From an optimization exercise on the open Yosys and OpenROAD flow, aimed at small area and a short achievable clock period; shortcuts taken in it are not production practice.
In this exercise RTL edits were held to simulation tests only and were not proved equivalent to the original.
No activity file was given, so power comes from the tool's default toggle rates.

the baseline:
==> flow/design.v (excerpt) <==
module lc3b_alu_pipe
(
    input  logic                    clk,
    input  logic                    arst_n,
    input  logic                    instr_valid,
    input  logic [16-1:0]   instr,
    input  logic                    flush,
    output logic                    wb_valid,
    output logic [3-1:0]  wb_dest,
    output logic [16-1:0]   wb_data,
    output logic [2:0]              cc
);
    logic                   d_valid;
    logic [3-1:0] d_dest;
    logic [16-1:0]  d_opa;
    logic [16-1:0]  d_opb;
    logic                   d_mb;
    logic                   d_as;
    logic                   d_sub;
    logic                   d_shr;
    logic [4:0]             d_sh;
    logic [3:0]             d_lsel;
    logic [16-1:0]  alu_out;
    logic [16-1:0]  res_p;
    logic [16-1:0]  res_c;
    logic [16-1:0]  rd_data1;
    logic [16-1:0]  rd_data2;
    decode_stage u_decode
    (
        .clk         (clk),
        .arst_n      (arst_n),
        .instr_valid (instr_valid),
        .instr       (instr),
        .flush       (flush),
        .rd_data1    (rd_data1),
        .rd_data2    (rd_data2),
        .res_p       (res_p),
        .res_c       (res_c),
        .d_valid     (d_valid),
        .d_dest      (d_dest),
        .d_opa       (d_opa),
        .d_opb       (d_opb),
        .d_mb        (d_mb),
        .d_as        (d_as),
        .d_sub       (d_sub),
        .d_shr       (d_shr),
        .d_sh        (d_sh),
        .d_lsel      (d_lsel)
    );
    execute_stage u_execute
    (
        .clk      (clk),
        .arst_n   (arst_n),
  ...
Size: ~43 I/O pins, about 0.014 mm2 of cells after synthesis.
make LEC_CHECK=0 CAP_MARGIN=20 CORE_MARGIN=2 CORE_UTILIZATION=55 CTS_CLUSTER_DIAMETER=80 CTS_CLUSTER_SIZE=24 PLACE_DENSITY=0.68 SETUP_SLACK_MARGIN=2.5 SLEW_MARGIN=20 finish   # period 7.0 ns
run.sh (not shown) runs the stock make flow with config.mk's settings and CLKGATE_MAP_FILE= SYNTH_SCRIPT=/design/flow/synth_recipe.tcl, a recipe that flattens the netlist after the stock synthesis.
Looking at the reports, the baseline completed the entire flow and the layout it produced met the timing, design-rule and antenna checks.
### the baseline -> the candidate
- removing CTS_CLUSTER_DIAMETER (formerly 80)
- changing SETUP_SLACK_MARGIN from 2.5 to 2.2
- removing CTS_CLUSTER_SIZE (formerly 24)
[summary]
There was hardly any difference in cell area after layout between the baseline and the candidate. Of the two candidates, the baseline has the better clock power and the candidate the worse one. Taking the baseline as the reference, in the candidate first-pass GRT wire length went up 600 um, sequential share of layout area held, total power went up 10%, post-CTS resize count went down 38%. Looking at area fraction of clock buffers and clock inverters, the candidate sits 1.7 points above the baseline.

Starting RTL as in the previous note.
export LEC_CHECK = 0
export CAP_MARGIN = 20
export CORE_MARGIN = 2
export CORE_UTILIZATION = 40
export SETUP_SLACK_MARGIN = 3.0
export SLEW_MARGIN = 20
create_clock -name core_clock -period 7.0 [get_ports {clk}]
==> next run, changes <==
Settings changed: CORE_UTILIZATION 40 to 55, PLACE_DENSITY from default to 0.68, SETUP_SLACK_MARGIN 3.0 to 2.5.
The changed run passed the timing, design-rule and antenna checks.
Total power drops by 5.2%.
Synthesized area does not change.
Die area drops by about 27%.
Clock power drops by about 7%.
Global-route usage climbs by 6.7 points.
Sequential power barely changes.
==> next run, changes <==
==> flow/flow/run.sh (new file) <==
#!/bin/bash
# The standard layout, with the ports buffered by a plain buf_2 instead
# of the cell buffer_ports picks on its own (every port still gets a buffer),
# and gate sizing free to pick cells of another footprint.
set -euo pipefail
bash standard.sh "BUFFER_PORTS_ARGS=-buffer_cell sky130_fd_sc_hd__buf_2" MATCH_CELL_FOOTPRINT=0 finish > standard.log 2>&1
==> flow/standard.sh (new file) <==
#!/bin/bash
# synth_recipe.tcl (not shown) runs the flow's synth.tcl, then flattens the netlist and writes it again
# the make line also repeats each setting of config.mk as NAME=value (left out here)
make -C /OpenROAD-flow-scripts/flow DESIGN_CONFIG=/design/flow/config.mk WORK_HOME=/design/flow/orfs CLKGATE_MAP_FILE= SYNTH_SCRIPT=/design/flow/synth_recipe.tcl "${@:-finish}"
Settings changed: CTS_CLUSTER_DIAMETER from default to 80, CTS_CLUSTER_SIZE from default to 24.
removed: flow/run.sh
=> The changed run completed with no timing, DRC or antenna violations. Worst setup slack improves by 0.020 ns. Design area is lower by 3.2%. Power is lower by 10%. Global-route usage is lower by 0.39 points. Sequential power is about the same. Utilization is lower by 2.0 points. Clock skew is lower by 0.0045 ns. Routed wire length is about the same. Synthesized area does not change.
==> next run, changes <==
==> flow/run.sh (new file) <==
#!/bin/bash
# synth_recipe.tcl (not shown) runs the flow's synth.tcl, then flattens the netlist and writes it again
# the make line also repeats each setting of config.mk as NAME=value (left out here)
make -C /OpenROAD-flow-scripts/flow DESIGN_CONFIG=/design/flow/config.mk WORK_HOME=/design/flow/orfs CLKGATE_MAP_FILE= SYNTH_SCRIPT=/design/flow/synth_recipe.tcl finish
Settings changed: CORE_UTILIZATION 55 to 70, CTS_CLUSTER_DIAMETER 80 to default, CTS_CLUSTER_SIZE 24 to default, PLACE_DENSITY 0.68 to 0.8.
removed: flow/flow/run.sh
removed: flow/standard.sh
Result:
- clock-buffer cell count rises by 5
- hold slack got worse by 0.016 ns
- final cell count drops by a few percent
- cell area grows by a few percent
- core utilization went up by 19 points
- routed wire length goes up slightly
- power goes up by about a fifth
- sequential power is about the same
- clock skew came out lower by 0.0032 ns
- first-iteration DRC count increases by about a fifth
- register-to-register slack gets worse by 0.05 ns
==> next run, changes <==
Settings changed: CORE_UTILIZATION 70 to 40, PLACE_DENSITY 0.8 to default.
What happened: Total power falls by 0.51%. Via count falls by 3.2%. Die area rises by 73%. Wire length rises by 2.1%.
==> next run, changes <==
==> flow/flow/run.sh (new file) <==
#!/bin/bash
# The standard layout, with the ports buffered by a plain buf_2 instead
# of the cell buffer_ports picks on its own (every port still gets a buffer),
# and gate sizing free to pick cells of another footprint.
set -euo pipefail
bash standard.sh "BUFFER_PORTS_ARGS=-buffer_cell sky130_fd_sc_hd__buf_2" MATCH_CELL_FOOTPRINT=0 finish > standard.log 2>&1
==> flow/standard.sh (new file) <==
#!/bin/bash
# synth_recipe.tcl (not shown) runs the flow's synth.tcl, then flattens the netlist and writes it again
# the make line also repeats each setting of config.mk as NAME=value (left out here)
make -C /OpenROAD-flow-scripts/flow DESIGN_CONFIG=/design/flow/config.mk WORK_HOME=/design/flow/orfs CLKGATE_MAP_FILE= SYNTH_SCRIPT=/design/flow/synth_recipe.tcl "${@:-finish}"
Settings changed: CORE_UTILIZATION 40 to 55, CTS_CLUSTER_DIAMETER from default to 80, CTS_CLUSTER_SIZE from default to 24, PLACE_DENSITY from default to 0.68, SETUP_SLACK_MARGIN 2.5 to 2.65.
removed: flow/run.sh
What happened: The new run finished with timing, DRC and antenna clean. Sequential cell count stays the same. Routed wire length decreases by 3.3%. Global-route usage went up by 7.9 points. Critical path depth is higher by 2. Die area is lower by 27%. Design area drops by 3.7%.

==> static timing again, ports no longer ideal <==
The results above use ideal ports. As a check the final layouts listed here were re-extracted and re-timed, cells and wires unchanged.
Step 1 assumes that a clkbuf_16 drives the clock port and a buf_2 every other input.
Step 2 also shifts input and output timing later by t, the mid clock arrival at the registers, as if the neighbouring blocks saw the same clock.
Three values: ideal ports, drivers, drivers and shift; two values: the first two.
run	shift t [ns]	setup WS [ns]	hold slack, ns	worst slew at a driven data input, ns
the baseline	0.512	2.636 / 2.636 / 2.211	0.511 / 0.511 / 0.511	0.03
the candidate	0.542	2.348 / 2.348 / 2.191	0.507 / 0.507 / 0.507	0.04
the first run of note 2	0.550	2.829 / 2.829 / 2.582	0.478 / 0.478 / 0.478	0.03
the second run of note 2	0.544	2.644 / 2.644 / 2.158	0.506 / 0.506 / 0.506	0.04
the third run of note 2	0.511	2.664 / 2.664 / 2.664	0.502 / 0.502 / 0.502	0.04
the fourth run of note 2	0.540	2.611 / 2.611 / 2.195	0.486 / 0.486 / 0.486	0.04
the fifth run of note 2	0.539	2.621 / 2.621 / 2.230	0.490 / 0.490 / 0.490	0.04
the sixth run of note 2	0.514	2.726 / 2.726 / 2.726	0.494 / 0.494 / 0.494	0.03
After both steps every run listed still meets setup and hold. For the second run of note 2, which loses most, drivers alone change the setup slack by 0.000 ns; drivers and shift together by -0.486 ns.
